What follows belongs to an exercise in optimizing a design on an open flow for small area and a short achievable clock period; a production flow would make more cautious choices. RTL that was checked went through simulation tests only; none was proved equivalent to the original.

==> flow/design.v (excerpt) <==
module imu_fp (
  input  logic        clk,
  input  logic        rst,
  input  logic [31:0] value,
  input  logic [31:0] row,
  output logic [31:0] data
);
Size: roughly 2000 cells after synthesis, ~32 flip-flops, about 98 I/O pins, about 0.016 mm^2 of cells after synthesis.
export LEC_CHECK = 0
export ABC_AREA = 1
export CAP_MARGIN = 20
export CORE_MARGIN = 2
export CORE_UTILIZATION = 60
export CTS_BUF_LIST = sky130_fd_sc_hd__clkbuf_4 sky130_fd_sc_hd__clkbuf_8
export SETUP_SLACK_MARGIN = 4
export SLEW_MARGIN = 20
export SYNTH_HIERARCHICAL = 1
create_clock -name core_clock -period 13.0 [get_ports {clk}]
standard.sh (not shown) runs the stock make flow with config.mk's settings and CLKGATE_MAP_FILE= SYNTH_SCRIPT=/design/flow/synth_recipe.tcl, a recipe that flattens the netlist after the stock synthesis.
==> flow/flow/run.sh <==
#!/bin/bash
# The standard layout (the standard.sh, unchanged), with the port
# buffers that global placement inserts made plain buffers (buf_2) instead of
# the library's default pick, a delay cell.
set -euo pipefail
export BUFFER_PORTS_ARGS="-buffer_cell sky130_fd_sc_hd__buf_2"
bash standard.sh finish > standard_flow.log 2>&1
Then changed:
--- a/flow/design.v
+++ b/flow/design.v
@@ -1620,14 +1620,37 @@
   assign ta[45] = c618;
   assign tb[45] = s619;
   assign ta[46] = c620;
   assign tb[46] = s621;
   assign ta[47] = c622;
   assign tb[47] = s623;
-  assign hx = ta[47:23] ^ tb[47:23];
-  assign hy = ta[46:23] & tb[46:23];
+  imu_ha u_h23 (.a(ta[23]), .b(tb[23]), .s(hx[0]), .co(hy[0]));
+  imu_ha u_h24 (.a(ta[24]), .b(tb[24]), .s(hx[1]), .co(hy[1]));
+  imu_ha u_h25 (.a(ta[25]), .b(tb[25]), .s(hx[2]), .co(hy[2]));
+  imu_ha u_h26 (.a(ta[26]), .b(tb[26]), .s(hx[3]), .co(hy[3]));
+  imu_ha u_h27 (.a(ta[27]), .b(tb[27]), .s(hx[4]), .co(hy[4]));
+  imu_ha u_h28 (.a(ta[28]), .b(tb[28]), .s(hx[5]), .co(hy[5]));
+  imu_ha u_h29 (.a(ta[29]), .b(tb[29]), .s(hx[6]), .co(hy[6]));
+  imu_ha u_h30 (.a(ta[30]), .b(tb[30]), .s(hx[7]), .co(hy[7]));
+  imu_ha u_h31 (.a(ta[31]), .b(tb[31]), .s(hx[8]), .co(hy[8]));
+  imu_ha u_h32 (.a(ta[32]), .b(tb[32]), .s(hx[9]), .co(hy[9]));
+  imu_ha u_h33 (.a(ta[33]), .b(tb[33]), .s(hx[10]), .co(hy[10]));
+  imu_ha u_h34 (.a(ta[34]), .b(tb[34]), .s(hx[11]), .co(hy[11]));
+  imu_ha u_h35 (.a(ta[35]), .b(tb[35]), .s(hx[12]), .co(hy[12]));
+  imu_ha u_h36 (.a(ta[36]), .b(tb[36]), .s(hx[13]), .co(hy[13]));
+  imu_ha u_h37 (.a(ta[37]), .b(tb[37]), .s(hx[14]), .co(hy[14]));
+  imu_ha u_h38 (.a(ta[38]), .b(tb[38]), .s(hx[15]), .co(hy[15]));
+  imu_ha u_h39 (.a(ta[39]), .b(tb[39]), .s(hx[16]), .co(hy[16]));
+  imu_ha u_h40 (.a(ta[40]), .b(tb[40]), .s(hx[17]), .co(hy[17]));
+  imu_ha u_h41 (.a(ta[41]), .b(tb[41]), .s(hx[18]), .co(hy[18]));
+  imu_ha u_h42 (.a(ta[42]), .b(tb[42]), .s(hx[19]), .co(hy[19]));
+  imu_ha u_h43 (.a(ta[43]), .b(tb[43]), .s(hx[20]), .co(hy[20]));
+  imu_ha u_h44 (.a(ta[44]), .b(tb[44]), .s(hx[21]), .co(hy[21]));
+  imu_ha u_h45 (.a(ta[45]), .b(tb[45]), .s(hx[22]), .co(hy[22]));
+  imu_ha u_h46 (.a(ta[46]), .b(tb[46]), .s(hx[23]), .co(hy[23]));
+  assign hx[24] = ta[47] ^ tb[47];
   assign ux = hx[24:1];
   assign uy = hy[23:0];
   imu_ha u_u0 (.a(ux[0]), .b(uy[0]), .s(upp[0]), .co(ug[0]));
   imu_ha u_u1 (.a(ux[1]), .b(uy[1]), .s(upp[1]), .co(ug[1]));
   imu_ha u_u2 (.a(ux[2]), .b(uy[2]), .s(upp[2]), .co(ug[2]));
   imu_ha u_u3 (.a(ux[3]), .b(uy[3]), .s(upp[3]), .co(ug[3]));
The new run finished with timing, DRC and antenna clean.
Critical path depth grows by 1.
Core utilization grows by 1.4 points.
Worst hold slack is better by 7.1 ps.
Global-route usage barely changes.
Setup slack is worse by 93 ps.
Die area grows by about 1.5%.
Sequential cell count does not change.
Synthesized area grows by about 1.6%.
Count of clock-buffer cells in the layout shrinks by 1.
No functional check of the RTL was part of the second run of this note.

==> re-timing with driven ports <==
How much do the figures lean on ideal ports? The routed layouts below were timed once more, with nothing changed but the port constraints. Step 1 assumes that a clkbuf_16 drives the clock port and a buf_2 every other input. Step 2, shift: input delay + t, output delay - t, t = (earliest + latest rising clock arrival at the registers) / 2. This alone moves slack from input paths to output paths. Three values: ideal, step 1, step 2; two values: the first two.
run	shift t [ns]	slack for setup (ns)	worst register clock-pin slew, ns
the first run	0.324	4.270 / 4.225 / 3.901	0.07 / 0.07
the second run	0.324	4.177 / 4.189 / 3.865	0.08 / 0.08
After both steps every run listed still meets setup and hold. For the first run, which loses most, drivers alone change the setup slack by -0.045 ns; drivers and shift together by -0.369 ns.
